Context: an optimization exercise on an open-source flow, tuned for small area and a short achievable clock period. The choices shown serve that exercise and are no tape-out recipe. Function was checked by simulation only, so behaviour that the tests miss may differ from the original. Power is estimated from default activity; no workload was simulated.

## sdfm_regmap
module sdfm_regmap
(
  input  logic                    SYSCLK,
  input  logic                    SYSRSTn,
  input  logic [16-1:0] addr,
  input  logic                    wr,
  input  logic                    rd,
  input  logic [32-1:0]  wdata,
  output logic [32-1:0]  rdata,    
  input  logic [63:0]             filt_data_out,
  input  logic [1:0]              filt_data_update,
  input  logic [63:0]             comp_data_out,
  input  logic [1:0]              comp_data_update,
  input  logic [1:0]              comp_data_low,
  input  logic [1:0]              comp_data_high,
  output logic                    reg_rsten,
  output logic                    reg_clken,
  output logic [15:0]             reg_filtdec,
  output logic [3:0]              reg_filtmode,
  output logic [7:0]              reg_filtdiv,
  output logic [1:0]              reg_filten,
  output logic [1:0]              reg_filtask,
  output logic [3:0]              reg_filtst,
  output logic [9:0]              reg_filtsh,
  output logic [15:0]             reg_compdec,
  output logic [3:0]              reg_compmode,
  output logic [7:0]              reg_compdiv,
  output logic [1:0]              reg_compen,
  output logic [1:0]              reg_compsen,
  output logic [3:0]              reg_compst,
  output logic [1:0]              reg_compilen,
  output logic [1:0]              reg_compihen,
  output logic [1:0]              reg_complclrflg,
  output logic [1:0]              reg_comphclrflg,
  output logic [63:0]             reg_compltrd,
  output logic [63:0]             reg_comphtrd,
  output logic                    irq
);
  logic       dev_ok;
  logic [5:0] widx;
  logic [16:0] sel;      
  logic [16:0] wsel;     
  assign dev_ok = (addr[15:8] == 8'h07) && (addr[1:0] == 2'b00);
  assign widx   = addr[7:2];
  always_comb
    for (int k = 0; k < 17; k++)
      sel[k] = (widx == k[5:0]);
  assign wsel = (wr && dev_ok) ? sel : '0;
  logic [16:0] ws, wh;
  assign ws = SYSRSTn ? wsel  : '0;
  assign wh = SYSRSTn ? ~wsel : '0;
  logic        mien;
  logic [63:0] fdata, cdata;
  logic [1:0]  fs, fh, cs, ch;
  assign fs = SYSRSTn ? filt_data_update  : 2'b00;
  assign fh = SYSRSTn ? ~filt_data_update : 2'b00;
  assign cs = SYSRSTn ? comp_data_update  : 2'b00;
  assign ch = SYSRSTn ? ~comp_data_update : 2'b00;
  ...
Settings: LEC_CHECK=0, CAP_MARGIN=30, CORE_MARGIN=2, CORE_UTILIZATION=40, SETUP_SLACK_MARGIN=3.5, SLEW_MARGIN=40, SYNTH_HIERARCHICAL=1; clock period 8.0 ns.
standard.sh (not shown) runs the stock make flow with config.mk's settings and CLKGATE_MAP_FILE= SYNTH_SCRIPT=/design/flow/synth_recipe.tcl, a recipe that flattens the netlist after the stock synthesis.
==> flow/flow/run.sh <==
#!/bin/bash
# standard layout with plain buf_1 port buffers and a lighter clock tree
set -euo pipefail
export BUFFER_PORTS_ARGS="-buffer_cell sky130_fd_sc_hd__buf_1"
export CTS_ARGS="-sink_clustering_enable -repair_clock_nets -dont_use_dummy_load -buf_list sky130_fd_sc_hd__clkbuf_8 -sink_clustering_size 16 -sink_clustering_max_diameter 50"
bash standard.sh > standard.log 2>&1
==> next run, changes <==
==> flow/flow/run.sh (replaced) <==
#!/bin/bash
# standard layout with plain buf_1 port buffers and a lighter clock tree
set -euo pipefail
export BUFFER_PORTS_ARGS="-buffer_cell sky130_fd_sc_hd__buf_1"
export CTS_ARGS="-sink_clustering_enable -repair_clock_nets -dont_use_dummy_load -buf_list sky130_fd_sc_hd__clkbuf_16 -sink_clustering_size 30 -sink_clustering_max_diameter 80"
bash standard.sh > standard.log 2>&1
Settings changed: CAP_MARGIN 30 to 20, SETUP_SLACK_MARGIN 3.5 to 3.3, SLEW_MARGIN 40 to 20.
Result:
- clock power went down by a little under a tenth
- cell count decreases by a few percent
- final area fell by a few percent
- worst hold slack improves by 0.0062 ns
==> next run, changes <==
==> flow/flow/run.sh (replaced) <==
#!/bin/bash
# standard layout with plain buf_1 port buffers and a lighter clock tree
set -euo pipefail
export BUFFER_PORTS_ARGS="-buffer_cell sky130_fd_sc_hd__buf_1"
export CTS_ARGS="-sink_clustering_enable -repair_clock_nets -dont_use_dummy_load -buf_list sky130_fd_sc_hd__clkbuf_8 -sink_clustering_size 16 -sink_clustering_max_diameter 50"
bash standard.sh > standard.log 2>&1
Settings changed: CORE_UTILIZATION 40 to 75, PLACE_DENSITY set to 0.85.
After rerunning: Now the flow failed in global routing. Synthesized cell count stays the same. Synthesized area is unchanged.
==> next run, changes <==
Settings changed: CORE_UTILIZATION 75 to 65, PLACE_DENSITY 0.85 to 0.75.
Outcome:
- With this change the flow finished with timing, DRC and antenna clean
- area after synthesis is unchanged
- synthesized cell count does not change
==> next run, changes <==
Settings changed: CAP_MARGIN 20 to 30, CORE_UTILIZATION 65 to 40, PLACE_DENSITY 0.75 to not set, SLEW_MARGIN 20 to 40.
After rerunning: The changed run finished with timing, DRC and antenna clean; cell count grows by 9.6%; via count decreases by 4.6%; global-route usage went down by 14 points; total power increases by 5.4%; design area came out higher by 5.2%; routed wire length rose by 10%; core utilization shrinks by 29 points.

========
sdfm_regmap, a different RTL version from the one above (not shown whole).
Size: about 1,100 cells after synthesis.
==> flow/config.mk <==
export PLATFORM = sky130hd
export DESIGN_NAME = sdfm_regmap
export DESIGN_NICKNAME = sdfm_regmap
export VERILOG_FILES = /design/flow/design.v
export SDC_FILE = /design/flow/constraint.sdc
export NUM_CORES = 4
export LEC_CHECK = 0
export CAP_MARGIN = 10
export CORE_MARGIN = 2
export CORE_UTILIZATION = 60
export SETUP_SLACK_MARGIN = 3.0
export SLEW_MARGIN = 10
export SYNTH_HIERARCHICAL = 1
==> flow/constraint.sdc <==
create_clock -name core_clock -period 8.0 [get_ports {SYSCLK}]
set_input_delay 1.6000 -clock core_clock [delete_from_list [all_inputs] [get_ports {SYSCLK}]]
set_output_delay 1.6000 -clock core_clock [all_outputs]
set_load 0.01 [all_outputs]
==> flow/flow/run.sh <==
#!/bin/bash
# standard layout with plain buf_1 port buffers and a lighter clock tree
set -euo pipefail
export BUFFER_PORTS_ARGS="-buffer_cell sky130_fd_sc_hd__buf_1"
export CTS_ARGS="-sink_clustering_enable -repair_clock_nets -dont_use_dummy_load -buf_list sky130_fd_sc_hd__clkbuf_8 -sink_clustering_size 16 -sink_clustering_max_diameter 50"
bash standard.sh > standard.log 2>&1
Rerun with:
--- a/flow/flow/run.sh
+++ b/flow/flow/run.sh
@@ -5,2 +5,3 @@
 export CTS_ARGS="-sink_clustering_enable -repair_clock_nets -dont_use_dummy_load -buf_list sky130_fd_sc_hd__clkbuf_8 -sink_clustering_size 16 -sink_clustering_max_diameter 50"
+export RECOVER_POWER=100
 bash standard.sh > standard.log 2>&1
With this change the flow reached the layout checks and failed them: capacitance limit, slew limit. Die area is unchanged. Setup slack got worse by 920 ps. Worst hold slack barely changes. Cell area goes down by 1.5%. Via count is about the same. Sequential share of layout area goes up by 0.64 points. Combinational power hardly moves. Total power stays flat.
Rerun with:
--- a/flow/flow/run.sh
+++ b/flow/flow/run.sh
@@ -5,3 +5,2 @@
 export CTS_ARGS="-sink_clustering_enable -repair_clock_nets -dont_use_dummy_load -buf_list sky130_fd_sc_hd__clkbuf_8 -sink_clustering_size 16 -sink_clustering_max_diameter 50"
-export RECOVER_POWER=100
 bash standard.sh > standard.log 2>&1
- CAP_MARGIN: 10 -> 30
- CORE_UTILIZATION: 60 -> 40
- SETUP_SLACK_MARGIN: 3.0 -> 2.5
- SLEW_MARGIN: 10 -> 40
Effect: With this change the flow completed with no timing, DRC or antenna violations. Clock-buffer cell count grows by 1. Register-to-register slack improves by 70 ps. Design area barely changes. Total power went up slightly. Core utilization drops by 26 points. Sequential cell count does not change. Wire length rose slightly. Sequential share of layout area is about the same. Global-route usage fell by 15 points. First-iteration DRC count is lower by well over a third. Area after synthesis does not change.
Rerun with:
- SETUP_SLACK_MARGIN: 2.5 -> 3.0
The changed run passed the timing, DRC and antenna checks.
Routed wire length goes up by a few percent.
Synthesized cell count is unchanged.
Setup slack improves by 380 ps.
Area after synthesis stays the same.
Via count is higher by a few percent.
Final cell count increases slightly.
Core utilization climbs by 1.6 points.
Clock power stays flat.
Die area does not change.
First-iteration DRC count went up by about a fifth.
Final area rose by a few percent.
Rerun with:
- SETUP_SLACK_MARGIN: 3.0 -> 3.4
Result:
- utilization went up by 2.5 points
- fmax went down by about 0.4%
- sequential share of layout area went down by 2.0 points
- global-route usage went up by 0.82 points
- wire length went up by 3.0%
- power barely changes
- setup slack loses 21 ps
- die area stays the same
- design area went up by 5.0%

==> separate check: timing with driven ports <==
No port has a modelled driver above. Below, the same layouts with a new extraction and two added sets of constraints.
Step 1 sets driving cells, clkbuf_16 on the clock port and buf_2 on the other inputs (assumed; they add their load-dependent delay and slew).
Step 2 adds t to the input delays and takes it off the output delays; t is the mean of the earliest and latest rising clock arrival at the registers after step 1. Input paths then give back, and output paths get back, about the clock's delay inside the block.
Three values: ideal, step 1, step 2; two values: the first two.
run | shift t [ns] | setup WS [ns] | worst data-port slew with drivers (ns) | cell pins on the clock port's net
the first run of note 1 | 0.587 | 3.405 / 3.223 / 3.223 | 0.24 | 1
the second run of note 1 | 0.570 | 3.319 / 3.231 / 3.231 | 0.11 | 1
the fourth run of note 1 | 0.643 | 3.287 / 3.228 / 3.228 | 0.10 | 1
the fifth run of note 1 | 0.588 | 3.308 / 3.256 / 3.256 | 0.12 | 1
the first run of note 2 | 0.596 | 2.946 / 2.904 / 2.904 | 0.08 | 1
the second run of note 2 | 0.591 | 2.024 / 2.000 / 1.607 | 0.09 | 1
the third run of note 2 | 0.575 | 2.599 / 2.580 / 2.580 | 0.11 | 1
the fourth run of note 2 | 0.590 | 2.983 / 2.944 / 2.944 | 0.09 | 1
the fifth run of note 2 | 0.597 | 2.962 / 2.921 / 2.620 | 0.09 | 1
The setup slack of the second run of note 2, which loses most, moves by -0.024 ns with the drivers and by -0.417 ns with both steps.
